From an optimization exercise on the open Yosys and OpenROAD flow, aimed at small area, a short achievable clock period and few clock cycles per item; shortcuts taken in it are not production practice.
Where RTL was checked, it was by simulation tests only, not by an equivalence proof against the original.
No functional check of the RTL was part of runs 3 to 6.
Power and IR drop assume default switching activity.

File: flow/config.mk
export PLATFORM = sky130hd
export DESIGN_NAME = selective_repeat_sender_window_top
export DESIGN_NICKNAME = selective_repeat_sender_window_top
export VERILOG_FILES = /design/flow/design.v
export SDC_FILE = /design/flow/constraint.sdc
export NUM_CORES = 4
export LEC_CHECK = 0
export CAP_MARGIN = 20
export CORE_MARGIN = 2
export CORE_UTILIZATION = 60
export CTS_CLUSTER_DIAMETER = 100
export CTS_CLUSTER_SIZE = 22
export PLACE_DENSITY = 0.75
export SLEW_MARGIN = 20
File: flow/constraint.sdc
create_clock -name core_clock -period 10.0 [get_ports {clk}]
set_input_delay 2.0000 -clock core_clock [delete_from_list [all_inputs] [get_ports {clk}]]
set_output_delay 2.0000 -clock core_clock [all_outputs]
set_load 0.01 [all_outputs]
File: flow/design.v
package srsw_pkg;
    localparam int SEQ_COUNT = 32;
    localparam int SEQ_W     = 5;
    localparam int BLOCK_W   = 24;
    localparam int HI_W      = BLOCK_W - SEQ_W;    
    localparam int WSIZE_W   = 5;
    localparam int TIMEOUT_W = 10;
    localparam int TIMER_W   = 11;
    localparam int CFG_IDX_W = 1;
    localparam int CFG_W     = 10;
    localparam logic [CFG_IDX_W-1:0] REG_WINDOW_SIZE = 1'd0;
    localparam logic [CFG_IDX_W-1:0] REG_TIMEOUT     = 1'd1;
    localparam logic OP_ACK  = 1'b0;
    localparam logic OP_TICK = 1'b1;
endpackage
module srsw_cell (
    input  logic       clk,
    input  logic       rst_n,
    input  logic       live,       
    input  logic [9:0] n1,         
    input  logic [9:0] n0,
    input  logic       tz,         
    input  logic       rmode,      
    input  logic       rfirst,     
    input  logic       do_tick,    
    input  logic       do_mark,    
    input  logic       hit,        
    input  logic       fresh,      
    output logic       pend,       
    output logic       exp,        
    output logic       acked
);
    logic [9:0]  timer;
    logic [9:0]  t_next;
    logic        exp_r;
    logic        mk;
    logic        upd;
    logic        acked_r;
    logic        eq;
    logic        inc;
    logic        clr;
    assign pend  = live & ~acked_r;
    assign exp   = exp_r;
    assign acked = acked_r;
    assign inc   = do_tick & pend;
    assign clr   = fresh | hit;
    assign mk    = do_mark & live;
    assign upd   = inc | (rmode & pend);
    always_comb
    begin
        logic c;
        eq = 1'b1;
        for (int i = 0; i < 10; i++)
        begin
            eq = eq & (timer[i] ? n1[i] : n0[i]);
        end
        c = inc & ~(&timer);
        for (int i = 0; i < 10; i++)
        begin
            t_next[i] = ~clr & (timer[i] ^ c);
            c         = c & timer[i];
        end
    end
    always_ff @(posedge clk)
    begin
        timer <= t_next;
        acked_r <= ~fresh & (acked_r | mk);
    end
    always_ff @(posedge clk or negedge rst_n)
    begin
        if (!rst_n)
        begin
            exp_r <= 1'b0;
        end
        else
        begin
            exp_r <= (clr & tz) | (~clr & ~mk & upd & ((exp_r & ~rfirst) | eq))
                                | (~clr & ~mk & ~upd & exp_r);
        end
    end
endmodule
module selective_repeat_sender_window_top (
    input  logic                                 clk,
    input  logic                                 rst_n,
    input  logic                                 start,
    output logic                                 busy,
    input  logic [5:0]                           item,      
    input  logic                                 cfg_we,
    input  logic [srsw_pkg::CFG_IDX_W-1:0]       cfg_idx,
    input  logic [srsw_pkg::CFG_W-1:0]           cfg_data,
    output logic                                 result_valid,
    output logic [29:0]                          result     
);
    localparam int N  = srsw_pkg::SEQ_COUNT;
    localparam int SW = srsw_pkg::SEQ_W;
    localparam int HW = srsw_pkg::HI_W;
    function automatic logic [N-1:0] therm(input logic [SW-1:0] b);
        logic [N-1:0] t;
        for (int p = 0; p < N; p++)
        begin
            logic r;
            r = 1'b1;
            for (int i = 0; i < SW; i++)
            begin
                r = ((p >> i) & 1) ? (~b[i] | r) : (~b[i] & r);
            end
            t[p] = r;
        end
        therm = t;
    endfunction
    function automatic logic [N-1:0] decode(input logic [SW-1:0] b);
        logic [N-1:0] t;
        for (int p = 0; p < N; p++)
        begin
            t[p] = b == SW'(p);
        end
        decode = t;
    endfunction
    function automatic logic lt5(input logic [SW-1:0] a, input logic [SW-1:0] b);
        logic r;
        r = 1'b0;
        for (int i = 0; i < SW; i++)
        begin
            r = (~a[i] & b[i]) | (~(a[i] ^ b[i]) & r);
        end
        lt5 = r;
    endfunction
    function automatic logic [N-1:0] below(input logic [N-1:0] v);
        logic [N-1:0] x;
        x = v;
        x = x | (x << 1);
        x = x | (x << 2);
        x = x | (x << 4);
        x = x | (x << 8);
        x = x | (x << 16);
        below = x << 1;
    endfunction
    function automatic logic [SW-1:0] encode(input logic [N-1:0] oh);
        logic [SW-1:0] r;
        r = '0;
        for (int p = 0; p < N; p++)
        begin
            r = r | (oh[p] ? SW'(p) : SW'(0));
        end
        encode = r;
    endfunction
    logic          v0;
    logic          op0;
    logic [SW-1:0] s0;
    always_ff @(posedge clk or negedge rst_n)
    begin
        if (!rst_n)
        begin
            v0 <= 1'b0;
        end
        else
        begin
            v0 <= start && !busy_reg;
        end
    end
    always_ff @(posedge clk)
    begin
        op0 <= item[5];
        s0  <= item[4:0];
    end
    assign busy = busy_reg;
    logic [SW-1:0] base_reg;
    logic [SW-1:0] nxt_reg;
    logic [HW-1:0] hi_reg;
    logic [4:0]    ws_reg;
    logic [9:0]    to_reg;       
    logic          tz_reg;       
    logic [3:0]    rstep;        
    logic [3:0]    rstep_next;
    logic          busy_reg;
    logic [9:0]    n1_reg;       
    logic [9:0]    n0_reg;
    logic [9:0]    n1_next;
    logic [9:0]    n0_next;
    logic          rmode;
    logic          rfirst;
    logic [N-1:0]  live_reg;
    logic [N-1:0]  atb_reg;      
    logic          room_reg;     
    logic [SW-1:0] lo_reg;       
    logic          rv1_reg;      
    logic          rs1_reg;
    logic          wrap1_reg;
    logic [N-1:0]  seq1_reg;     
    logic          rv_reg;
    logic [29:0]   res_reg;
    logic do_tick, do_ack;
    assign do_tick = v0 && op0;
    assign do_ack  = v0 && !op0;
    logic [N-1:0] pend, expd, ackd;
    logic [N-1:0] hit, fresh, mark;
    for (genvar p = 0; p < N; p++)
    begin : g_slot
        srsw_cell u_cell (
            .clk     (clk),
            .rst_n   (rst_n),
            .live    (live_reg[p]),
            .n1      (n1_reg),
            .n0      (n0_reg),
            .tz      (tz_reg),
            .rmode   (rmode),
            .rfirst  (rfirst),
            .do_tick (do_tick),
            .do_mark (mark[p]),
            .hit     (hit[p]),
            .fresh   (fresh[p]),
            .pend    (pend[p]),
            .exp     (expd[p]),
            .acked   (ackd[p])
        );
    end
    logic [N-1:0]  exp_h, first;
    logic          any_h, any_e;
    logic          sent;
    logic [N-1:0]  dnxt;
    logic [N-1:0]  gt_b, zs, zs_h, bz_h, bz, zfirst, atb_new, passed;
    logic          any_zh;
    logic          slide;
    logic [SW-1:0] cnt, cnt1, lo;
    logic          room_c, room_1, room_s;
    logic [N-1:0]  from_lo, short_of_lo;
    always_comb
    begin
        exp_h = expd & atb_reg;
        any_h = |exp_h;
        any_e = |expd;
        first = expd & ((atb_reg & ~below(exp_h)) | (~atb_reg & ~below(expd) & {N{~any_h}}));
        dnxt  = decode(nxt_reg);
        sent  = do_tick && !any_e && room_reg;
        gt_b    = {atb_reg[N-2:0], 1'b0};
        zs      = ~(ackd & live_reg);
        zs_h    = zs & gt_b;
        any_zh  = |zs_h;
        bz_h    = below(zs_h);
        bz      = below(zs);
        zfirst  = any_zh ? (zs_h & ~bz_h) : (zs & ~bz);
        atb_new = any_zh ? (zs_h | bz_h) : (zs | bz);
        passed  = any_zh ? (atb_reg & ~atb_new) : (atb_reg | ~atb_new);
        slide   = do_ack && (s0 == base_reg) && (base_reg != nxt_reg);
        cnt     = nxt_reg - base_reg;
        cnt1    = cnt + SW'(1);
        room_c  = lt5(cnt, ws_reg);
        room_1  = lt5(cnt1, ws_reg);
        lo      = nxt_reg - ws_reg + SW'(1);
        from_lo = therm(lo_reg);
        short_of_lo = lt5(base_reg, lo_reg) ? (gt_b & ~from_lo) : (gt_b | ~from_lo);
        room_s  = room_reg || !(|(zs & short_of_lo));
        for (int p = 0; p < N; p++)
        begin
            hit[p]   = do_tick && first[p];
            fresh[p] = sent && dnxt[p];
            mark[p]  = do_ack && (s0 == SW'(p));
        end
    end
    assign rmode  = rstep >= 4'd2;
    assign rfirst = rstep == 4'd2;
    always_comb
    begin
        logic [9:0] r;
        if (rstep == 4'd1)
        begin
            rstep_next = (base_reg != nxt_reg) ? 4'd2 : 4'd0;
        end
        else if (rstep == 4'd12 || rstep == 4'd0)
        begin
            rstep_next = 4'd0;
        end
        else
        begin
            rstep_next = rstep + 4'd1;
        end
        r = to_reg - 10'd1;
        n1_next = r;
        n0_next = ~r;
        if (rstep_next == 4'd12)
        begin
            n1_next = to_reg;
            n0_next = ~to_reg;
        end
        else if (rstep_next >= 4'd2)
        begin
            for (int j = 0; j < 10; j++)
            begin
                if (j > 11 - int'(rstep_next))
                begin
                    n1_next[j] = to_reg[j];
                    n0_next[j] = ~to_reg[j];
                end
                else if (j == 11 - int'(rstep_next))
                begin
                    n1_next[j] = ~to_reg[j];
                    n0_next[j] = 1'b0;
                end
                else
                begin
                    n1_next[j] = 1'b1;
                    n0_next[j] = 1'b1;
                end
            end
        end
    end
    always_ff @(posedge clk)
    begin
        n1_reg <= n1_next;
        n0_reg <= n0_next;
    end
    logic [HW-1:0] hi_inc;
    assign hi_inc = hi_reg + HW'(1);
    always_ff @(posedge clk or negedge rst_n)
    begin
        if (!rst_n)
        begin
            base_reg    <= '0;
            nxt_reg     <= '0;
            hi_reg      <= '0;
            ws_reg      <= 5'd7;
            to_reg      <= 10'd20;
            tz_reg      <= 1'b0;
            rstep       <= 4'd0;
            busy_reg    <= 1'b0;
            live_reg    <= '0;
            atb_reg     <= '1;
            room_reg    <= 1'b1;
            lo_reg      <= 5'd26;
            rv1_reg     <= 1'b0;
            rv_reg      <= 1'b0;
        end
        else
        begin
            rv1_reg <= do_tick && (any_e || room_reg);
            rv_reg  <= rv1_reg;
            if (sent)
            begin
                nxt_reg  <= nxt_reg + SW'(1);
                live_reg <= live_reg | dnxt;
            end
            if (slide)
            begin
                base_reg <= encode(zfirst);
                atb_reg  <= atb_new;
                live_reg <= live_reg & ~passed;
                if (!any_zh)
                begin
                    hi_reg <= hi_inc;
                end
            end
            room_reg <= slide ? room_s : (sent ? room_1 : room_c);
            lo_reg   <= sent ? lo_reg + SW'(1) : lo;
            rstep <= rstep_next;
            if (rstep == 4'd1)
            begin
                busy_reg <= base_reg != nxt_reg;
            end
            else if (rstep_next == 4'd12)
            begin
                busy_reg <= 1'b0;
            end
            if (cfg_we)
            begin
                if (cfg_idx == srsw_pkg::REG_WINDOW_SIZE)
                begin
                    ws_reg <= cfg_data[4:0];
                end
                else
                begin
                    to_reg   <= cfg_data;
                    tz_reg   <= cfg_data == '0;
                    rstep    <= 4'd1;
                    busy_reg <= (base_reg != nxt_reg) || v0;
                end
            end
        end
    end
    logic [SW-1:0] rseq;
    assign rseq = encode(seq1_reg);
    always_ff @(posedge clk)
    begin
        rs1_reg   <= any_e;
        seq1_reg  <= any_e ? first : dnxt;
        wrap1_reg <= any_e ? !any_h : lt5(nxt_reg, base_reg);
        res_reg   <= {rseq, (wrap1_reg ? hi_inc : hi_reg), rseq, rs1_reg};
    end
    assign result_valid = rv_reg;
    assign result       = res_reg;
endmodule
File: flow/flow/run.sh
#!/bin/bash
export SETUP_SLACK_MARGIN=6.5
bash standard.sh > standard.log 2>&1
File: flow/standard.sh
#!/bin/bash
# synth_recipe.tcl (not shown) runs the flow's synth.tcl, then flattens the netlist and writes it again
# the make line also repeats each setting of config.mk as NAME=value (left out here)
make -C /OpenROAD-flow-scripts/flow DESIGN_CONFIG=/design/flow/config.mk WORK_HOME=/design/flow/orfs CLKGATE_MAP_FILE= SYNTH_SCRIPT=/design/flow/synth_recipe.tcl "${@:-finish}"
==> impl_metrics.csv, run 1 <==
group,metric,value,unit
die,core_area,56400,µm²
finish,num_antenna_cells,0,
synthesis,syn_inst,3646,
sta,hold_viol,0,
finish,top_register,"g_slot.u_cell.timer",
outcome,outcome,"finished clean",
finish,largest_reg_flops,320,
critical_path,endpoint_kind,"register",
sta,fin_worst_skew,0.0308,ns
grt,grt_pass1_vias,29900,
die,start_util,60.7,%
clock_tree,numCtsBuffers,34,
finish,nets,3956,
critical_path,crit_type,"reg -> reg",
clock_tree,holdBufCountCts,0,
synthesis,async_flop_share,26.2,%
drt,routed_wl,121000,µm
clock_tree,htreeDepth,2,
die,num_rows,87,
finish,syn_to_final_growth,7.01,%
die,boundaryPins,53,
die,fp.dieH,243,µm
sta,hold_slack,0.355,ns
synthesis,yosysWarnings,2,
sta,slew_viol_final,0,
grt,grt_max_degree,97,
clock_tree,cts_sinks,591,
drt,avgRoutedWirePerCell,27.6,µm
placement,dp_hpwl,85900,µm
critical_path,path_max_fanout,10,
critical_path,required,10.44,ns
grt,grt_pass1_wl,182000,µm
drt,route.detailed.drc,0,
sta,max_freq,0.282,GHz
drt,antenna_left,0,
clock_tree,cts_tree,"yes",
synthesis,syn_nets,4008,
synthesis,synth.avg_cell_area,9.39,µm²
die,die_w,243,µm
clock_tree,ctsLongestPathBuffers,3,
clock_tree,cts_root_buf,"clkbuf_16",
sta,setup_viol,0,
clock_tree,clkLatencyLatePin,0.60,ns
grt,grt.total_usage,40.3,%
synthesis,syn_area,34200,µm²
grt,grt_antenna_before_repair,2,
critical_path,crit_path_start_kind,"register",
run,maxCapViolCount,0,
power,leakage,0.0157,µW
placement,io_buffers,52,
drt,drt-initial-drc-count,3199,
sta,fin_setup_tns,0,ns
drt,vias_per_cell,6.84,
synthesis,synth-edff-count,0,
power,ir_drop,0.348,mV
sta,min_period,3.55,ns
synthesis,ys_ff_latch,591,
sta,worst_slew_pin_slew,1.26,ns
synthesis,synth_ff_type,"dfxtp_1",
die,die_area,59000,µm²
grt,grt.overflow.total,0,
clock_tree,cts.clk_slew.worst_paths,0.09,ns
sta,relSlewSlack,15.7,%
synthesis,yosysSeqAreaShare,37.0,%
drt,dr.pass1.iters,6,
critical_path,critPathArrivalTime,3.99,ns
sta,final.period_utilization,35.5,%
sta,rsz0062_at_grt,"no",
placement,gp_congestion,1.05,
worst_hold_path,hold_path.class,"reg -> reg",
synthesis,yosysUniqueCellTypes,103,
finish,layout-drive-gt1-share,8.75,%
drt,vias,29900,
power,power.density,252,nW/µm²
==> path summary, 6_finish.rpt <==
kind	slack, ns	cells past startpoint	endpoint	from
worst max register to register	6.45	8	base_reg[2]	atb_reg[4]
worst min-delay path	0.36	0	rv_reg	rv1_reg
max in group asynchronous	7.01	2	g_slot[1].u_cell.exp_r	rst_n
min in group asynchronous	1.50	1	g_slot[27].u_cell.exp_r	rst_n
worst min register to register	0.36	0	rv_reg	rv1_reg
worst max-delay path	6.45	8	base_reg[2]	atb_reg[4]
==> what timing repair did <==
item | in CTS | in global routing
endpoints found under the hold margin | 0 | 0
setup endpoints to repair | 405 | 357
gates cloned | 1 | 0
pin swaps | 3 | 3
gates resized for setup | 42 | 40
buffers inserted | 7 | 6
==> critical path, stage by stage, from the launching register on <==
cell,delay [ns]
dfstp_2,0.65
a21boi_2,0.52
a2111oi_4,0.12
nand3_1,0.48
nor2_1,0.32
a32oi_2,0.38
o2111ai_1,0.28
or4_1,0.48
a2bb2oi_1,0.15
==> cells by family after synthesis <==
| logic type | count (synthesis) | synth area share [%] |
|---|---|---|
| muxes | 333 | 9.96 |
| buffers and inverters | 245 | 3.00 |
| AOI/OAI and AO/OA | 616 | 12.6 |
| xor gates and xnor gates | 91 | 2.33 |
| and+or+nand+nor | 1428 | 22.6 |
| DFF | 591 | 37.0 |
| adders and majority gates | 342 | 12.5 |
==> synth_stat cells, drive strengths merged (36+ instances only) <==
library cell / n / area (µm²)
nand3: 63 / 328
nand2: 276 / 1050
buf: 39 / 254
ha: 339 / 4240
dfrtp: 114 / 2850
mux2i: 274 / 2740
xnor2: 36 / 315
o21ai: 140 / 704
mux2: 59 / 664
and3: 42 / 269
dfxtp: 436 / 8730
nand4: 137 / 872
nand2b: 71 / 444
dfstp: 41 / 1080
xor2: 55 / 482
clkbuf: 155 / 582
nor3: 173 / 892
o211ai: 41 / 308
inv: 51 / 191
nor2: 178 / 681
nor4: 78 / 513
and2: 332 / 2090
a31oi: 61 / 382
a21oi: 98 / 490
==> through the flow <==
| stage | cells | instance area (µm²) | worst slack [ns] | power, µW | util [%] |
|---|---|---|---|---|---|
| finish | 4369 | 36600 | 6.45 | 9220 | 64.9 |
| global route | 4369 | 36600 | 6.50 | 9550 | 64.9 |
| CTS | 4363 | 36400 | 6.49 | 8960 | 64.5 |
| detailed placement | 4300 | 35200 | 5.79 | 7400 | 62.4 |
| global placement | 4299 | 35200 | 5.89 | 7350 | 62.3 |
| floorplan | 3646 | 34200 | 6.85 | 5750 | - |
==> per-layer routing <==
metal,wire [µm],GRT usage [%]
met3,11600,7.76
met4,9590,27.6
met5,22,0
met2,53000,63.3
met1,46500,50.3
==> report_power, final <==
group	total [µW]	internal [µW]	switching, µW
Sequential	2940	2590	348
Clock	1520	676	841
Combinational	4760	1480	3290
==> cell usage in the layout (no fill, tap or decap), types with 17 or more instances in the layout <==
cell and count:
a31oi_1 56, dfxtp_1 436, nand4_1 136, xnor2_1 36, mux2_2 57, nand3_1 59, o22ai_1 18, and3_1 39
o22a_1 29, o32a_1 17, clkdlybuf4s50_1 37, clkbuf_16 35, xor2_1 55, o21ai_0 138, mux2i_1 274, and2_1 322
dfstp_2 40, nor3_1 168, ha_1 339, nand2_1 269, nor4_1 67, nand2b_1 71, inv_1 47, dfrtp_1 113
o31ai_1 25, o211ai_1 41, a21oi_1 97, a32o_1 18, a21bo_2 17, nor2_1 169, buf_4 47
==> cell type report <==
class / count / area, µm²
Timing Repair Buffer: 105 / 952
Inverter: 51 / 195
Tap cell: 756 / 946
Clock buffer: 49 / 948
Multi-Input combinational cell: 2811 / 20900
Sequential cell: 591 / 12700
Clock inverter: 6 / 60.1
Fill cell: 4608 / 19800
Testbench counts, summed over its fixed seeds: cycles 3,216, items 3,200.
==> run 2: changes to the inputs <==
--- a/flow/config.mk
+++ b/flow/config.mk
@@ -8,7 +8,7 @@
 export CAP_MARGIN = 20
 export CORE_MARGIN = 2
-export CORE_UTILIZATION = 60
+export CORE_UTILIZATION = 66
 export CTS_CLUSTER_DIAMETER = 100
 export CTS_CLUSTER_SIZE = 22
-export PLACE_DENSITY = 0.75
+export PLACE_DENSITY = 0.8
 export SLEW_MARGIN = 20
==> impl_metrics.csv, run 2 <==
group,metric,value,unit
clock_tree,htreeDepth,1,
die,die_w,232,µm
synthesis,synth-edff-count,0,
drt,routed_wl,129000,µm
synthesis,yosysTopAreaCell,"dfxtp_1",
run,maxCapViolCount,0,
synthesis,syn_nets,4008,
finish,top_register,"g_slot.u_cell.timer",
worst_hold_path,min_delay_path_depth,0,
critical_path,r2r_slack,6.49,ns
synthesis,yosysMostFrequentCell,"dfxtp_1",
critical_path,crit_path_start_kind,"register",
clock_tree,cts_sinks,591,
synthesis,synth.area.top_cells,"dfxtp_1 (26%), ha_1 (12%), dfrtp_1 (8.3%)",
critical_path,required,10.59,ns
die,num_rows,83,
power,power.density,256,nW/µm²
clock_tree,ctsLongestPathBuffers,3,
placement,dp_hpwl,90400,µm
placement,preCtsSetupSlack,5.76,ns
sta,min_period,3.51,ns
sta,fin_worst_skew,0.0195,ns
worst_hold_path,min_to,"rv_reg",
drt,vias_per_cell,7.28,
synthesis,async_flop_share,26.2,%
grt,grt_pass1_vias,31800,
synthesis,synth_ff_type,"dfxtp_1",
synthesis,yosys.area.top_type_share,25.5,%
synthesis,yosysUniqueCellTypes,103,
critical_path,endpoint_kind,"register",
grt,grt.overflow.total,0,
grt,grt_antenna_before_repair,4,
die,start_util,66.7,%
drt,avgRoutedWirePerCell,30.0,µm
sta,timing.final.ws_setup,6.49,ns
finish,layout_commonest_cell,"dfxtp_1",
finish,fillers,3620,
critical_path,r2r_cells,8,
synthesis,synth_common_cells,"dfxtp_1 (436), ha_1 (339), and2_1 (324)",
sta,fin_setup_tns,0,ns
synthesis,syn_inst,3646,
finish,largest_reg_flops,320,
finish,final_cell_mix,"dfxtp_1 (435), ha_1 (339), and2_1 (325)",
sta,setup_viol,0,
finish,layout-drive-gt1-share,8.78,%
worst_hold_path,hold_path.class,"reg -> reg",
drt,vias,31300,
placement,gp_congestion,1.09,
power,ir_drop,0.454,mV
finish,nets,3956,
synthesis,yosysWarnings,2,
finish,syn_to_final_growth,6.31,%
worst_hold_path,min_from,"rv1_reg",
sta,rsz0062_at_grt,"no",
sta,max_freq,0.285,GHz
sta,hold_viol,0,
die,boundaryPins,53,
critical_path,critPathArrivalTime,4.10,ns
synthesis,synth.avg_cell_area,9.39,µm²
grt,grt.total_usage,47.5,%
critical_path,r2r-start,"live_reg[1]",
critical_path,critPathLaunch,"live_reg[1]",
finish,multi_input_area,20800,µm²
clock_tree,numCtsBuffers,31,
critical_path,crit_type,"reg -> reg",
drt,antenna_left,0,
clock_tree,cts_tree,"yes",
clock_tree,cts_root_buf,"clkbuf_16",
drt,drt-initial-drc-count,4235,
synthesis,ys_ff_latch,591,
die,fp.dieH,232,µm
grt,grt_pass1_wl,193000,µm
grt,grt_max_degree,71,
drt,route.detailed.drc,0,
critical_path,r2r_end,"base_reg[1]",
outcome,outcome,"finished clean",
power,total_power,9320,µW
clock_tree,clkLatencyLatePin,0.67,ns
clock_tree,cts.clk_slew.worst_paths,0.10,ns
power,leakage,0.0157,µW
synthesis,syn_area,34200,µm²
drt,dr.pass1.iters,7,
finish,register_area,12700,µm²
sta,final.period_utilization,35.1,%
sta,worst_slew_pin_slew,1.20,ns
die,core_area,51300,µm²
synthesis,yosysSeqAreaShare,37.0,%
sta,relSlewSlack,19.7,%
placement,io_buffers,52,
die,die_area,53700,µm²
critical_path,path_max_fanout,9,
sta,slew_viol_final,0,
[run 2: metal layers]
layer	routed length, µm	vias to the layer above	global-route usage, %
li1	-	13200	-
met1	45600	14900	55.4
met2	57300	2322	75.8
met3	14600	785	11.7
met4	11400	4	35.2
met5	25	-	0
[run 2: worst max path at each step]
stage / endpoint / depth (start not counted)
final: base_reg[1] / 8
after floorplan: g_slot[11].u_cell.timer[9] / 15
after detailed placement: g_slot[10].u_cell.exp_r / 9
after global routing: g_slot[27].u_cell.timer[4] / 8
after global placement: g_slot[10].u_cell.exp_r / 9
after CTS: live_reg[25] / 9
[run 2: what timing repair did]
action / in CTS / in global routing
setup buffers: 5 / 12
setup endpoints to repair: 426 / 338
gates resized for setup: 48 / 49
hold buffers: 0 / 0
pin swaps: 3 / 5
cloned: 1 / 0
[run 2: cell type report]
type / instances / area share, %
Timing Repair Buffer: 108 / 2.55
Sequential cell: 591 / 34.8
Inverter: 51 / 0.537
Tap cell: 680 / 2.34
Clock inverter: 4 / 0.138
Multi-Input combinational cell: 2811 / 57.3
Antenna cell: 2 / 0.0138
Clock buffer: 46 / 2.35
[run 2: kinds of logic (layout without fill, tap and decap cells)]
family | after synthesis | after routing | share of synthesized area [%]
compound gates | 616 | 616 | 12.6
flops | 591 | 591 | 37.0
other cells | 0 | 2 | 0
fa+ha+maj | 342 | 342 | 12.5
simple gates | 1428 | 1429 | 22.6
mux | 333 | 333 | 9.96
xor+xnor | 91 | 91 | 2.33
buf+inv | 245 | 209 | 3.00
[run 2: power by group]
part           internal (µW)  total, µW  switching [µW]
Sequential              2590       2940             350
Clock                    598       1440             837
Combinational           1500       4950            3450
Total                   4690       9320            4640
[run 2: worst max-delay path: stages, from the launching register on]
cell and delay [ns]:
dfrtp_1 0.50, nand4_1 0.35, nor4_1 0.74, nand4_1 0.41
or4_1 0.66, a21boi_0 0.29, a21o_1 0.17, nor4b_1 0.07
a32oi_1 0.23
[run 2: through the flow]
| stage | hold WS (ns) | util (%) | instances | cell area, µm² |
|---|---|---|---|---|
| global route | 0.391 | 70.9 | 4291 | 36400 |
| CTS | 0.395 | 70.3 | 4279 | 36100 |
| global placement | 0.374 | 68.3 | 4223 | 35100 |
| floorplan | 0.310 | - | 3646 | 34200 |
| finish | 0.383 | 70.9 | 4293 | 36400 |
| detailed placement | 0.371 | 68.3 | 4223 | 35100 |
==> run 3: changes to the inputs <==
--- a/flow/design.v
+++ b/flow/design.v
@@ -117,13 +117,4 @@
         decode = t;
     endfunction
-    function automatic logic lt5(input logic [SW-1:0] a, input logic [SW-1:0] b);
-        logic r;
-        r = 1'b0;
-        for (int i = 0; i < SW; i++)
-        begin
-            r = (~a[i] & b[i]) | (~(a[i] ^ b[i]) & r);
-        end
-        lt5 = r;
-    endfunction
     function automatic logic [N-1:0] below(input logic [N-1:0] v);
         logic [N-1:0] x;
@@ -165,5 +156,4 @@
     end
     assign busy = busy_reg;
-    logic [SW-1:0] base_reg;
     logic [SW-1:0] nxt_reg;
     logic [HW-1:0] hi_reg;
@@ -219,8 +209,10 @@
     logic          sent;
     logic [N-1:0]  dnxt;
-    logic [N-1:0]  gt_b, zs, zs_h, bz_h, bz, zfirst, atb_new, passed;
+    logic [N-1:0]  gt_b, zs, zs_h, bz_h, bz, atb_new, passed;
     logic          any_zh;
     logic          slide;
-    logic [SW-1:0] cnt, cnt1, lo;
+    logic [SW-1:0] lo;
+    logic [N-1:0]  b1, dlo, dlo_c;
+    logic          nonempty;
     logic          room_c, room_1, room_s;
     logic [N-1:0]  from_lo, short_of_lo;
@@ -239,15 +231,16 @@
         bz_h    = below(zs_h);
         bz      = below(zs);
-        zfirst  = any_zh ? (zs_h & ~bz_h) : (zs & ~bz);
         atb_new = any_zh ? (zs_h | bz_h) : (zs | bz);
         passed  = any_zh ? (atb_reg & ~atb_new) : (atb_reg | ~atb_new);
-        slide   = do_ack && (s0 == base_reg) && (base_reg != nxt_reg);
-        cnt     = nxt_reg - base_reg;
-        cnt1    = cnt + SW'(1);
-        room_c  = lt5(cnt, ws_reg);
-        room_1  = lt5(cnt1, ws_reg);
+        b1       = atb_reg & ~gt_b;      
+        nonempty = |live_reg;
+        slide    = |(mark & b1 & live_reg);
         lo      = nxt_reg - ws_reg + SW'(1);
+        dlo     = decode(lo_reg);
+        dlo_c   = decode(lo);
+        room_c  = (ws_reg != '0) && !(|(dlo_c & ~b1 & (live_reg | dnxt)));
+        room_1  = room_reg && !(|(dlo & b1));
         from_lo = therm(lo_reg);
-        short_of_lo = lt5(base_reg, lo_reg) ? (gt_b & ~from_lo) : (gt_b | ~from_lo);
+        short_of_lo = (|(dlo & gt_b)) ? (gt_b & ~from_lo) : (gt_b | ~from_lo);
         room_s  = room_reg || !(|(zs & short_of_lo));
         for (int p = 0; p < N; p++)
@@ -265,5 +258,5 @@
         if (rstep == 4'd1)
         begin
-            rstep_next = (base_reg != nxt_reg) ? 4'd2 : 4'd0;
+            rstep_next = nonempty ? 4'd2 : 4'd0;
         end
         else if (rstep == 4'd12 || rstep == 4'd0)
@@ -316,5 +309,4 @@
         if (!rst_n)
         begin
-            base_reg    <= '0;
             nxt_reg     <= '0;
             hi_reg      <= '0;
@@ -342,5 +334,4 @@
             if (slide)
             begin
-                base_reg <= encode(zfirst);
                 atb_reg  <= atb_new;
                 live_reg <= live_reg & ~passed;
@@ -355,5 +346,5 @@
             if (rstep == 4'd1)
             begin
-                busy_reg <= base_reg != nxt_reg;
+                busy_reg <= nonempty;
             end
             else if (rstep_next == 4'd12)
@@ -372,5 +363,5 @@
                     tz_reg   <= cfg_data == '0;
                     rstep    <= 4'd1;
-                    busy_reg <= (base_reg != nxt_reg) || v0;
+                    busy_reg <= nonempty || v0;
                 end
             end
@@ -383,5 +374,5 @@
         rs1_reg   <= any_e;
         seq1_reg  <= any_e ? first : dnxt;
-        wrap1_reg <= any_e ? !any_h : lt5(nxt_reg, base_reg);
+        wrap1_reg <= any_e ? !any_h : !(|(dnxt & atb_reg));
         res_reg   <= {rseq, (wrap1_reg ? hi_inc : hi_reg), rseq, rs1_reg};
     end
--- a/flow/config.mk
+++ b/flow/config.mk
@@ -8,7 +8,5 @@
 export CAP_MARGIN = 20
 export CORE_MARGIN = 2
-export CORE_UTILIZATION = 66
-export CTS_CLUSTER_DIAMETER = 100
-export CTS_CLUSTER_SIZE = 22
-export PLACE_DENSITY = 0.8
+export CORE_UTILIZATION = 60
+export PLACE_DENSITY = 0.75
 export SLEW_MARGIN = 20
==> impl_metrics.csv, run 3 <==
group,metric,value,unit
finish,top_register,"g_slot.u_cell.timer",
sta,rsz0062_at_grt,"yes",
synthesis,synth.avg_cell_area,9.07,µm²
synthesis,async_flop_share,25.6,%
finish,layout-drive-gt1-share,10.1,%
clock_tree,htreeDepth,3,
sta,worst_slew_pin_slew,1.09,ns
clock_tree,numCtsBuffers,67,
finish,final_cells,4584,
synthesis,yosysSeqAreaShare,36.0,%
critical_path,required,10.56,ns
die,die_area,59900,µm²
clock_tree,holdBufCountCts,0,
drt,dr.pass1.iters,8,
drt,drt-initial-drc-count,4186,
grt,grt.total_usage,44.3,%
finish,fillers,4732,
die,core_area,57500,µm²
clock_tree,cts.clk_slew.worst_paths,0.06,ns
finish,largest_reg_flops,320,
sta,hold_viol,0,
grt,grt.overflow.total,0,
critical_path,path_max_fanout,59,
critical_path,critPathArrivalTime,4.07,ns
worst_hold_path,hold_path.class,"reg -> reg",
placement,gp_congestion,1.12,
synthesis,synth-edff-count,0,
power,leakage,0.0163,µW
finish,nets,4105,
placement,io_buffers,52,
outcome,outcome,"finished clean",
power,ir_drop,0.382,mV
clock_tree,cts_root_buf,"clkbuf_16",
clock_tree,ctsLongestPathBuffers,3,
synthesis,synth_ff_type,"dfxtp_1",
grt,grt_antenna_before_repair,10,
critical_path,crit_path_start_kind,"register",
die,boundaryPins,53,
synthesis,yosysWarnings,2,
drt,routed_wl,135000,µm
synthesis,ys_ff_latch,586,
grt,grt_pass1_vias,31200,
synthesis,syn_area,34800,µm²
run,maxCapViolCount,0,
critical_path,crit_type,"reg -> reg",
drt,vias_per_cell,6.99,
finish,layout_commonest_cell,"dfxtp_1",
drt,avgRoutedWirePerCell,29.5,µm
clock_tree,cts_sinks,586,
synthesis,synth_common_cells,"dfxtp_1 (436), ha_1 (320), and2_1 (288)",
die,die_w,245,µm
sta,min_period,3.52,ns
clock_tree,clkLatencyLatePin,0.64,ns
grt,grt_pass1_wl,199000,µm
sta,fin_worst_skew,0.0314,ns
sta,hold_slack,0.328,ns
placement,dp_hpwl,92200,µm
synthesis,syn_nets,4176,
sta,slew_viol_final,0,
die,start_util,60.5,%
sta,setup_viol,0,
synthesis,yosysMostFrequentCell,"dfxtp_1",
grt,grt_max_degree,87,
sta,fin_setup_tns,0,ns
synthesis,syn_inst,3834,
finish,register_area,12600,µm²
placement,preCtsSetupSlack,5.72,ns
power,power.density,233,nW/µm²
drt,vias,32100,
drt,antenna_left,0,
critical_path,endpoint_kind,"register",
synthesis,synth.area.top_cells,"dfxtp_1 (25%), ha_1 (12%), dfrtp_1 (7.8%)",
sta,relSlewSlack,27.0,%
finish,syn_to_final_growth,10.6,%
synthesis,yosys.area.top_type_share,25.1,%
finish,final_cell_mix,"dfxtp_1 (423), ha_1 (318), and2_1 (288)",
finish,multi_input_area,21300,µm²
clock_tree,cts_tree,"yes",
drt,route.detailed.drc,0,
sta,timing.final.ws_setup,6.48,ns
placement,placed_cells,4450,
die,fp.dieH,245,µm
sta,max_freq,0.284,GHz
synthesis,yosysTopAreaCell,"dfxtp_1",
sta,final.period_utilization,35.2,%
synthesis,yosysUniqueCellTypes,94,
die,num_rows,88,
==> run 3: cell count changes after synthesis, sizes merged, moves of 14 or more <==
cell	change
nand3	+41
a22oi	+23
ha	-19
and2	-43
nor2b	+32
clkbuf	+62
a21bo	-14
a21oi	+30
xor2	-20
o21ai	+19
==> run 3: logic make-up after synthesis <==
group / Yosys count / synth area share (%)
AOI/OAI and AO/OA: 701 / 13.5
xor gates and xnor gates: 79 / 1.99
adders and majority gates: 321 / 11.6
buffers and inverters: 319 / 3.66
DFF: 586 / 36.0
muxes: 341 / 10.1
and+or+nand+nor: 1487 / 23.2
==> run 3: power breakdown <==
part / leakage [µW] / internal (µW) / total, µW / switching, µW
sequential: 0.00541 / 2520 / 2770 / 251
combinational: 0.00976 / 1120 / 3580 / 2470
clock: 0.00115 / 1560 / 2630 / 1070
total: 0.0163 / 5200 / 8980 / 3780
==> run 3: path summary, 6_finish.rpt <==
kind	cells past startpoint	endpoint	slack, ns	start
min in group asynchronous	1	hi_reg[11]	1.46	rst_n
min reg2reg	0	res_reg[0]	0.33	rs1_reg
max reg2reg	9	live_reg[17]	6.48	atb_reg[24]
min	0	res_reg[0]	0.33	rs1_reg
max in group asynchronous	2	live_reg[11]	7.03	rst_n
max	9	live_reg[17]	6.48	atb_reg[24]
==> run 3: final cells by class <==
class | count | share of cell area (%)
clock buffers | 95 | 5.00
inverters | 62 | 0.654
multi-input cells | 2929 | 55.5
diodes | 1 | 0.00650
well taps | 765 | 2.49
clock inverters | 29 | 1.10
repair buffers | 117 | 2.66
flip-flops and latches | 586 | 32.6
==> run 3: stage by stage <==
stage / power [µW] / utilization, % / cell area (µm²)
4_1_cts: 8730 / 66.5 / 38200
6_report: 8980 / 67.0 / 38500
3_5_place_dp: 6040 / 62.1 / 35700
3_3_place_gp: 6040 / 62.1 / 35700
5_1_grt: 9230 / 67.0 / 38500
2_1_floorplan: 4840 / - / 34800
==> run 3: timing repair <==
action	4_1_cts	5_1_grt
resized for setup	64	52
buffers inserted	5	4
endpoints found under the setup margin	378	204
pin swaps	2	7
==> run 3: routing by layer <==
metal / GRT usage [%] / part of all wire (%)
met5: 0 / 0.033
met4: 31.8 / 8.4
met3: 12.8 / 12
met2: 66.0 / 42
met1: 54.9 / 37
==> run 3: critical path, cell delays in order, from the launching register on <==
cell	delay, ns
dfstp_2	0.69
nor2b_1	0.19
a32o_1	0.29
a32o_1	0.22
or4_1	0.50
or4_2	0.68
buf_8	0.25
nand2_2	0.18
o21ai_0	0.24
nand2_1	0.16
==> run 4: changes to the inputs <==
--- a/flow/config.mk
+++ b/flow/config.mk
@@ -9,4 +9,6 @@
 export CORE_MARGIN = 2
 export CORE_UTILIZATION = 60
+export CTS_CLUSTER_DIAMETER = 100
+export CTS_CLUSTER_SIZE = 22
 export PLACE_DENSITY = 0.75
 export SLEW_MARGIN = 20
==> impl_metrics.csv, run 4 <==
group,metric,value,unit
finish,top_register,"g_slot.u_cell.timer",
critical_path,crit_type,"reg -> reg",
sta,relSlewSlack,27.4,%
critical_path,critPathArrivalTime,4.02,ns
grt,grt_pass1_vias,30400,
grt,grt.total_usage,43.2,%
synthesis,syn_area,34800,µm²
drt,antenna_left,0,
finish,nets,4079,
outcome,outcome,"finished clean",
sta,worst_slew_pin_slew,1.09,ns
die,num_rows,88,
synthesis,synth_common_cells,"dfxtp_1 (436), ha_1 (320), and2_1 (288)",
clock_tree,numCtsBuffers,35,
synthesis,synth.avg_cell_area,9.07,µm²
drt,dr.pass1.iters,6,
drt,vias_per_cell,6.96,
power,ir_drop,0.381,mV
grt,grt_pass1_wl,195000,µm
clock_tree,htreeDepth,2,
finish,final_cell_mix,"dfxtp_1 (421), ha_1 (318), and2_1 (288)",
worst_hold_path,hold_path.class,"reg -> reg",
placement,post_dp_cell_area,35700,µm²
placement,io_buffers,52,
synthesis,yosysTopAreaCell,"dfxtp_1",
synthesis,synth-edff-count,0,
grt,grt_antenna_before_repair,10,
drt,route.detailed.drc,0,
synthesis,yosysUniqueCellTypes,94,
finish,largest_reg_flops,320,
critical_path,path_max_fanout,10,
critical_path,crit_path_start_kind,"register",
sta,final.period_utilization,35.1,%
sta,fin_worst_skew,0.0423,ns
clock_tree,ctsLongestPathBuffers,3,
finish,num_antenna_cells,0,
sta,fin_setup_tns,0,ns
sta,hold_viol,0,
synthesis,syn_nets,4176,
sta,setup_viol,0,
synthesis,yosysSeqAreaShare,36.0,%
grt,grt_max_degree,87,
clock_tree,cts_root_buf,"clkbuf_16",
finish,syn_to_final_growth,7.03,%
synthesis,synth.area.top_cells,"dfxtp_1 (25%), ha_1 (12%), dfrtp_1 (7.8%)",
drt,routed_wl,132000,µm
drt,vias,31500,
die,die_w,245,µm
synthesis,yosysWarnings,2,
grt,grt.overflow.total,0,
power,power.density,212,nW/µm²
sta,max_freq,0.285,GHz
finish,fillers,4874,
synthesis,synth_ff_type,"dfxtp_1",
synthesis,ys_ff_latch,586,
critical_path,required,10.50,ns
placement,gp_congestion,1.12,
clock_tree,clkLatencyLatePin,0.61,ns
sta,slew_viol_final,0,
drt,drt-initial-drc-count,4103,
synthesis,syn_inst,3834,
die,die_area,59900,µm²
finish,postLayoutCellArea,37200,µm²
sta,min_period,3.51,ns
sta,rsz0062_at_grt,"yes",
die,fp.dieH,245,µm
clock_tree,holdBufCountCts,0,
power,leakage,0.0157,µW
placement,dp_hpwl,92200,µm
clock_tree,cts_tree,"yes",
die,core_area,57500,µm²
finish,layout-drive-gt1-share,8.76,%
synthesis,async_flop_share,25.6,%
critical_path,endpoint_kind,"register",
clock_tree,cts_sinks,586,
synthesis,yosysMostFrequentCell,"dfxtp_1",
run,maxCapViolCount,0,
die,start_util,60.5,%
finish,layout_commonest_cell,"dfxtp_1",
synthesis,yosys.area.top_type_share,25.1,%
clock_tree,cts.clk_slew.worst_paths,0.10,ns
drt,avgRoutedWirePerCell,29.2,µm
die,boundaryPins,53,
## run 4: kinds of logic after synthesis
kind of cell,synth area share (%)
xor+xnor,1.99
buf+inv,3.66
compound gates,13.5
simple gates,23.2
flops,36.0
mux,10.1
fa+ha+maj,11.6
## run 4: final cells by class
cell class	instances	area (µm²)	share of cell area [%]
tap	765	957	2.57
timing repair buffer	123	1090	2.92
clock buffer	48	967	2.60
clock inverter	8	118	0.316
inverter	62	248	0.665
multi-input combinational	2929	21300	57.2
sequential	586	12600	33.7
## run 4: through the flow
| step | total power, µW | instances | hold slack (ns) | worst slack (ns) | utilization, % |
|---|---|---|---|---|---|
| floorplan | 4840 | 3834 | 0.310 | 6.58 | - |
| global placement | 6040 | 4450 | 0.327 | 5.83 | 62.1 |
| detailed placement | 6040 | 4450 | 0.312 | 5.72 | 62.1 |
| CTS | 7680 | 4513 | 0.334 | 6.44 | 64.4 |
| global route | 8150 | 4521 | 0.338 | 6.43 | 64.8 |
| finish | 7880 | 4521 | 0.336 | 6.49 | 64.8 |
## run 4: worst max-delay path: stages (launching register included)
cell and delay (ns):
dfrtp_1 0.44, inv_1 0.13, ha_1 0.55, nor2b_1 0.93
nand2_1 0.57, nor2_2 0.31, nor2_1 0.18, mux2_2 0.31
## run 4: worst paths after layout
path / start / slack (ns) / to / cells past startpoint
max: nxt_reg[0] / 6.49 / g_slot[8].u_cell.exp_r / 7
min: rs1_reg / 0.34 / res_reg[0] / 0
max reg2reg: nxt_reg[0] / 6.49 / g_slot[8].u_cell.exp_r / 7
min reg2reg: rs1_reg / 0.34 / res_reg[0] / 0
max in group asynchronous: rst_n / 6.99 / v0 / 2
min in group asynchronous: rst_n / 1.49 / hi_reg[11] / 1
## run 4: repair_timing
item / in CTS / in global routing
setup buffers: 7 / 8
gates cloned: 0 / 0
pin swaps: 3 / 6
endpoints found under the setup margin: 378 / 197
resized for setup: 65 / 47
## run 4: where the power goes
part | internal (µW) | switching [µW] | total [µW]
clock network | 703 | 869 | 1570
logic | 1130 | 2420 | 3550
registers | 2510 | 245 | 2760
## run 4: routing by layer
| layer | vias to the layer above | global-route usage [%] | wire, µm |
|---|---|---|---|
| li1 | 13900 | - | - |
| met1 | 15000 | 53.8 | 49900 |
| met2 | 2039 | 64.9 | 56000 |
| met3 | 543 | 12.0 | 15400 |
| met4 | 6 | 29.9 | 10700 |
| met5 | - | 0 | 38 |
==> run 5: changes to the inputs <==
--- a/flow/design.v
+++ b/flow/design.v
@@ -16,5 +16,4 @@
 module srsw_cell (
     input  logic       clk,
-    input  logic       rst_n,
     input  logic       live,       
     input  logic [9:0] n1,         
@@ -31,9 +30,7 @@
     output logic       acked
 );
-    logic [9:0]  timer;
-    logic [9:0]  t_next;
-    logic        exp_r;
-    logic        mk;
-    logic        upd;
+    logic [10:0] timer;
+    logic [10:0] t_next;
+    logic        ge;
     logic        acked_r;
     logic        eq;
@@ -41,10 +38,8 @@
     logic        clr;
     assign pend  = live & ~acked_r;
-    assign exp   = exp_r;
+    assign exp   = pend & ge;
     assign acked = acked_r;
     assign inc   = do_tick & pend;
     assign clr   = fresh | hit;
-    assign mk    = do_mark & live;
-    assign upd   = inc | (rmode & pend);
     always_comb
     begin
@@ -55,5 +50,5 @@
             eq = eq & (timer[i] ? n1[i] : n0[i]);
         end
-        c = inc & ~(&timer);
+        c = inc;
         for (int i = 0; i < 10; i++)
         begin
@@ -61,21 +56,12 @@
             c         = c & timer[i];
         end
+        t_next[10] = ~clr & (timer[10] | c);
     end
     always_ff @(posedge clk)
     begin
         timer <= t_next;
-        acked_r <= ~fresh & (acked_r | mk);
-    end
-    always_ff @(posedge clk or negedge rst_n)
-    begin
-        if (!rst_n)
-        begin
-            exp_r <= 1'b0;
-        end
-        else
-        begin
-            exp_r <= (clr & tz) | (~clr & ~mk & upd & ((exp_r & ~rfirst) | eq))
-                                | (~clr & ~mk & ~upd & exp_r);
-        end
+        ge <= (clr & tz) | (~clr & (inc | rmode) & ((rfirst ? timer[10] : ge) | eq))
+                         | (~clr & ~(inc | rmode) & ge);
+        acked_r <= ~fresh & (acked_r | (do_mark & live));
     end
 endmodule
@@ -189,5 +175,4 @@
         srsw_cell u_cell (
             .clk     (clk),
-            .rst_n   (rst_n),
             .live    (live_reg[p]),
             .n1      (n1_reg),
--- a/flow/config.mk
+++ b/flow/config.mk
@@ -9,6 +9,4 @@
 export CORE_MARGIN = 2
 export CORE_UTILIZATION = 60
-export CTS_CLUSTER_DIAMETER = 100
-export CTS_CLUSTER_SIZE = 22
 export PLACE_DENSITY = 0.75
 export SLEW_MARGIN = 20
==> impl_metrics.csv, run 5 <==
group,metric,value,unit
outcome,outcome,"finished clean",
die,fp.dieH,247,µm
finish,final_cells,4606,
sta,max_freq,0.278,GHz
power,power.density,231,nW/µm²
grt,grt.met2_usage,68.5,%
clock_tree,holdBufCountCts,0,
grt,met3_usage,15.7,%
drt,vias_per_cell,6.93,
drt,drt-initial-drc-count,4008,
critical_path,path_max_fanout,41,
clock_tree,htreeDepth,3,
synthesis,syn_nets,4204,
grt,grt_max_degree,61,
clock_tree,cts.clk_slew.worst_paths,0.07,ns
synthesis,synth_ff_type,"dfxtp_1",
sta,worst_slew_pin_slew,1.05,ns
clock_tree,numCtsBuffers,69,
sta,min_period,3.60,ns
drt,avgRoutedWirePerCell,30.6,µm
die,boundaryPins,53,
clock_tree,cts_tree,"yes",
die,die_w,247,µm
finish,final_util,67.3,%
drt,routed_wl,141000,µm
run,maxCapViolCount,0,
sta,relSlewSlack,29.6,%
sta,fin_setup_tns,0,ns
power,ir_drop,0.538,mV
synthesis,synth.avg_cell_area,9.25,µm²
grt,grt.overflow.total,0,
finish,syn_to_final_growth,11.6,%
synthesis,yosysMostFrequentCell,"dfxtp_1",
synthesis,yosys.area.top_type_share,28.3,%
critical_path,required,10.51,ns
grt,grt_antenna_before_repair,7,
die,die_area,61000,µm²
synthesis,synth.area.top_cells,"dfxtp_1 (28%), ha_1 (12%), mux2i_1 (9.2%)",
synthesis,syn_area,35400,µm²
finish,layout-drive-gt1-share,12.2,%
synthesis,synth-edff-count,0,
grt,grt_pass1_wl,203000,µm
placement,placed_cells,4436,
sta,hold_slack,0.323,ns
clock_tree,clkLatencyLatePin,0.62,ns
worst_hold_path,hold_path.class,"reg -> reg",
die,start_util,60.4,%
placement,preCtsSetupSlack,5.31,ns
drt,antenna_left,0,
critical_path,r2r_cells,8,
critical_path,crit_type,"reg -> reg",
synthesis,async_flop_share,19.1,%
drt,vias,31900,
finish,largest_reg_flops,352,
finish,final_cell_mix,"dfxtp_1 (474), ha_1 (352), and2_1 (340)",
grt,globalRouteMet1Util,55.3,%
clock_tree,cts_root_buf,"clkbuf_16",
sta,slew_viol_final,0,
grt,grt.total_usage,45.7,%
die,core_area,58700,µm²
sta,setup_viol,0,
finish,layout_commonest_cell,"dfxtp_1",
clock_tree,cts_sinks,618,
placement,dp_hpwl,95100,µm
finish,nets,4147,
drt,dr.pass1.iters,8,
sta,final.period_utilization,36.0,%
critical_path,critPathArrivalTime,4.11,ns
sta,fin_worst_skew,0.0331,ns
placement,gp_congestion,1.12,
clock_tree,ctsLongestPathBuffers,3,
grt,grt-busiest-layer,"met2",
worst_hold_path,min_delay_path_depth,0,
synthesis,yosysUniqueCellTypes,93,
synthesis,ys_ff_latch,618,
finish,fillers,4676,
critical_path,crit_path_start_kind,"register",
synthesis,synth_common_cells,"dfxtp_1 (500), ha_1 (352), and2_1 (342)",
die,num_rows,89,
synthesis,yosysSeqAreaShare,36.7,%
synthesis,yosysTopAreaCell,"dfxtp_1",
grt,grt_pass1_vias,30800,
drt,route.detailed.drc,0,
synthesis,yosysWarnings,2,
critical_path,endpoint_kind,"register",
synthesis,syn_inst,3830,
sta,rsz0062_at_grt,"yes",
sta,hold_viol,0,
placement,io_buffers,52,
power,leakage,0.0174,µW
finish,top_register,"g_slot.u_cell.timer",
sta,timing.final.ws_setup,6.40,ns
run 5: changes by cell type in the layout (fill, tap and decap cells not counted), moves of 40 or more:
cell and delta:
dfrtp_1 -52, dfxtp_1 +53, mux2i_1 +55, nor3_1 -123, and2_1 +52, nand4_1 -72
nor2_1 +94, nand2b_1 -40
run 5: kinds of logic (layout without fill, tap and decap cells):
kind of cell,Yosys count,in the layout,synth area share [%]
AOI/OAI and AO/OA,649,649,12.6
xor gates and xnor gates,45,45,1.11
adders and majority gates,353,353,12.5
buffers and inverters,318,314,3.59
DFF,618,618,36.7
muxes,380,380,10.9
other,0,6,0
and+or+nand+nor,1467,1468,22.5
run 5: what timing repair did:
item,in CTS,in global routing
setup endpoints to repair,558,315
setup buffers,20,18
gates cloned,0,1
gates resized for setup,89,110
pin swaps,12,16
run 5: worst paths after layout:
kind                           endpoint  slack (ns)        from
max                        live_reg[23]        6.40  atb_reg[8]
min                          res_reg[0]        0.32     rs1_reg
max reg2reg                live_reg[23]        6.40  atb_reg[8]
min reg2reg                  res_reg[0]        0.32     rs1_reg
max in group asynchronous    nxt_reg[3]        6.98       rst_n
min in group asynchronous    hi_reg[10]        1.50       rst_n
run 5: metal layers:
layer | share of wire, % | vias to the layer above
met2 | 42 | 2179
met1 | 38 | 15300
met3 | 12 | 655
li1 | - | 13800
met4 | 7.9 | 4
met5 | 0.043 | -
run 5: critical path: stages (launching register included):
cell,delay [ns]
dfstp_2,0.78
nor2b_1,0.71
a41oi_1,0.25
nand4_1,0.21
nor4_2,0.10
bufbuf_16,0.33
nor3_4,0.36
o211ai_1,0.46
o21a_1,0.25
run 5: through the flow:
step	area, µm²	power, µW
CTS	38900	8850
global placement	36200	6260
detailed placement	36200	6290
floorplan	35400	4940
global route	39500	9380
finish	39500	9120
run 5: final cells by class:
class	count	area [µm²]	share of cell area (%)
multi-input combinational	2895	21700	55.0
sequential	618	13100	33.1
clock buffer	109	2090	5.29
timing repair buffer	142	1290	3.26
tap	773	967	2.45
inverter	47	176	0.446
clock inverter	16	140	0.355
antenna	6	15.0	0.0380
run 5: power by group:
group | internal, µW | leakage [µW] | switching [µW] | total, µW
clock | 1470 | 0.00109 | 1060 | 2520
sequential | 2680 | 0.00547 | 262 | 2950
combinational | 1090 | 0.0109 | 2550 | 3650
total | 5240 | 0.0174 | 3870 | 9120
==> run 6: changes to the inputs <==
--- a/flow/config.mk
+++ b/flow/config.mk
@@ -9,4 +9,6 @@
 export CORE_MARGIN = 2
 export CORE_UTILIZATION = 60
+export CTS_BUF_LIST = sky130_fd_sc_hd__clkbuf_8
+export CTS_CLUSTER_SIZE = 24
 export PLACE_DENSITY = 0.75
 export SLEW_MARGIN = 20
==> impl_metrics.csv, run 6 <==
group,metric,value,unit
outcome,outcome,"finished clean",
placement,io_buffers,52,
critical_path,crit_type,"reg -> reg",
critical_path,r2r_slack,6.32,ns
critical_path,crit_path_start_kind,"register",
drt,routed_wl,141000,µm
sta,final.period_utilization,36.8,%
synthesis,synth_common_cells,"dfxtp_1 (500), ha_1 (352), and2_1 (342)",
worst_hold_path,hold_path.class,"reg -> reg",
synthesis,synth_ff_type,"dfxtp_1",
finish,layout_commonest_cell,"dfxtp_1",
sta,hold_viol,0,
finish,layout-drive-gt1-share,13.2,%
critical_path,r2r-start,"atb_reg[8]",
finish,largest_reg_flops,352,
synthesis,synth.area.top_cells,"dfxtp_1 (28%), ha_1 (12%), mux2i_1 (9.2%)",
clock_tree,ctsLongestPathBuffers,3,
synthesis,yosysMostFrequentCell,"dfxtp_1",
synthesis,synth.avg_cell_area,9.25,µm²
sta,setup_viol,0,
finish,final_cells,4674,
synthesis,syn_nets,4204,
finish,syn_to_final_growth,11.4,%
synthesis,yosys.area.top_type_share,28.3,%
power,leakage,0.0175,µW
placement,post_dp_cell_area,36200,µm²
critical_path,endpoint_kind,"register",
drt,drt-initial-drc-count,3690,
drt,dr.pass1.iters,10,
clock_tree,numCtsBuffers,105,
sta,slew_viol_final,0,
synthesis,synth-edff-count,0,
critical_path,required,10.63,ns
finish,register_area,13100,µm²
grt,grt_antenna_before_repair,7,
finish,fillers,4728,
placement,placed_cells,4436,
drt,vias,32100,
power,switching_share,43.6,%
synthesis,syn_area,35400,µm²
finish,final_cell_mix,"dfxtp_1 (475), ha_1 (352), and2_1 (340)",
critical_path,cpMaxStageDelayCell,"dfstp_2",
synthesis,syn_inst,3830,
critical_path,r2r_cells,8,
finish,top_register,"g_slot.u_cell.timer",
critical_path,crit_path_max_incr_delay,0.79,ns
clock_tree,cts_tree,"yes",
critical_path,path_cells,"nor2b_1 > a41oi_1 > nand4_1 > nor4_4 > bufbuf_16 > nor3_4 > o211ai_1 > o21a_1",
finish,final_util,67.3,%
synthesis,async_flop_share,19.1,%
power,power.density,228,nW/µm²
die,num_rows,89,
worst_hold_path,min_to,"res_reg[0]",
power,power_frac_clock,26.5,%
clock_tree,cts.clk_slew.worst_paths,0.07,ns
power,p_comb_share,40.7,%
synthesis,ys_ff_latch,618,
grt,grt_pass1_vias,31200,
sta,worst_slew_pin_slew,1.09,ns
sta,fin_worst_skew,0.0347,ns
synthesis,yosysUniqueCellTypes,93,
synthesis,yosysTopAreaCell,"dfxtp_1",
sta,fin_setup_tns,0,ns
die,die_w,247,µm
sta,relSlewSlack,27.1,%
power,switchingPower,3920,µW
die,start_util,60.4,%
grt,grt.total_usage,45.6,%
sta,max_freq,0.272,GHz
clock_tree,cts_sinks,618,
critical_path,path_max_fanout,41,
clock_tree,holdBufCountCts,0,
clock_tree,htreeDepth,3,
power,ir_drop,0.536,mV
power,seqPwrFrac,32.9,%
clock_tree,cts_root_buf,"clkbuf_8",
critical_path,r2r_end,"live_reg[23]",
synthesis,yosysWarnings,2,
finish,nets,4182,
critical_path,critPathArrivalTime,4.31,ns
die,fp.dieH,247,µm
synthesis,yosysSeqAreaShare,36.7,%
finish,postLayoutCellArea,39500,µm²
placement,gp_congestion,1.12,
finish,multi_input_area,21800,µm²
die,boundaryPins,53,
run,maxCapViolCount,0,
die,core_area,58700,µm²
worst_hold_path,min_from,"rs1_reg",
grt,grt.overflow.total,0,
sta,min_period,3.68,ns
power,p_int,5060,µW
drt,antenna_left,0,
die,die_area,61000,µm²
drt,route.detailed.drc,0,
grt,grt_pass1_wl,203000,µm
worst_hold_path,min_delay_path_depth,0,
grt,grt_max_degree,61,
drt,avgRoutedWirePerCell,30.2,µm
placement,dp_hpwl,95100,µm
clock_tree,clkLatencyLatePin,0.75,ns
drt,vias_per_cell,6.86,
sta,rsz0062_at_grt,"yes",
run 6: cell counts after synthesis:
No cell type changed its count.
run 6: layout make-up:
cell class | instances | share of cell area [%]
multi-input combinational | 2894 | 55.1
sequential | 618 | 33.2
clock buffer | 134 | 4.67
timing repair buffer | 142 | 3.16
tap | 773 | 2.45
clock inverter | 58 | 0.945
inverter | 47 | 0.447
antenna | 8 | 0.0507
run 6: power by group through the flow:
stage                     Clock, µW  Combinational (µW)  Sequential, µW
after floorplan                   0                2110            2840
after global placement            0                3290            2970
after detailed placement          0                3310            2980
after CTS                      2390                3370            2930
after global routing           2500                3780            2960
final                          2380                3650            2950
run 6: worst max-delay path by stage:
stage	from	to	slack, ns	cells after the start
after global routing	op0	g_slot[21].u_cell.timer[9]	6.40	14
after floorplan	v0	g_slot[0].u_cell.timer[9]	6.78	15
final	atb_reg[8]	live_reg[23]	6.32	8
after global placement	live_reg[18]	hi_reg[1]	5.30	7
after CTS	live_reg[9]	g_slot[25].u_cell.timer[8]	6.50	10
after detailed placement	live_reg[21]	hi_reg[9]	5.31	8
run 6: timing repair:
action / in CTS / in global routing
buffers inserted: 19 / 19
setup endpoints to repair: 577 / 312
resized for setup: 110 / 89
pin swaps: 12 / 11
run 6: per-layer routing:
| metal | global-route usage (%) | vias up | wire length (µm) |
|---|---|---|---|
| met5 | 0 | - | 19 |
| met4 | 31.5 | 2 | 11400 |
| met3 | 16.6 | 670 | 17800 |
| met2 | 67.1 | 2190 | 58900 |
| met1 | 55.4 | 15300 | 53100 |
| li1 | - | 13900 | - |
run 6: logic make-up (layout without fill, tap and decap cells):
kind of cell	count (synthesis)	count (layout)	synth area share [%]
fa+ha+maj	353	353	12.5
buf+inv	318	381	3.59
simple gates	1467	1467	22.5
other cells	0	8	0
flops	618	618	36.7
xor+xnor	45	45	1.11
compound gates	649	649	12.6
mux	380	380	10.9
run 6: per-stage QoR:
step | total power [µW] | hold slack [ns] | setup WS (ns)
6_report | 8980 | 0.330 | 6.32
5_1_grt | 9240 | 0.336 | 6.40
4_1_cts | 8690 | 0.325 | 6.50
3_5_place_dp | 6290 | 0.312 | 5.31
3_3_place_gp | 6260 | 0.310 | 5.30
2_1_floorplan | 4940 | 0.310 | 6.78
run 6: critical path, delay by kind of cell, from the launching register on:
kind	cells	cell delay, ns
AO/OA/AOI/OAI	3	0.99
buffers and inverters	1	0.34
flip-flops	1	0.79
AND/OR/NAND/NOR	4	1.43

==> re-timing with driven ports <==
No port has a modelled driver above. Below, the same layouts with a new extraction and two added sets of constraints. Step 1: set_driving_cell puts a clkbuf_16 on clk and a buf_2 on each other input, an assumption about the parent block. Step 2 moves the port delays by t, midway between the first and last clock arrival at a register: inputs arrive t later, outputs are due t later. That takes back most of the time a late clock gives input paths. Three values: ideal ports, drivers, drivers and shift; two values: the first two.
run | t, ns | slack for setup (ns) | worst setup path after step 2 | latest minus earliest clock arrival (ns) | cell pins on the clock port's net
run 1 | 0.649 | 6.448 / 6.448 / 6.371 | input, reset recovery | 0.034 / 0.034 | 1
run 2 | 0.736 | 6.494 / 6.494 / 6.147 | input, reset recovery | 0.020 / 0.020 | 1
run 3 | 0.693 | 6.485 / 6.468 / 6.363 | input, reset recovery | 0.033 / 0.032 | 1
run 4 | 0.653 | 6.488 / 6.488 / 6.365 | input, reset recovery | 0.042 / 0.042 | 1
run 5 | 0.671 | 6.401 / 6.401 / 6.222 | input to register | 0.033 / 0.033 | 1
run 6 | 0.796 | 6.320 / 6.320 / 6.233 | input to register | 0.035 / 0.035 | 1
After both steps setup and hold are still met in every run listed. The setup slack of run 2, which loses most, moves by 0.000 ns with the drivers and by -0.347 ns with both steps. The worst setup slack also covers recovery checks on asynchronous resets.
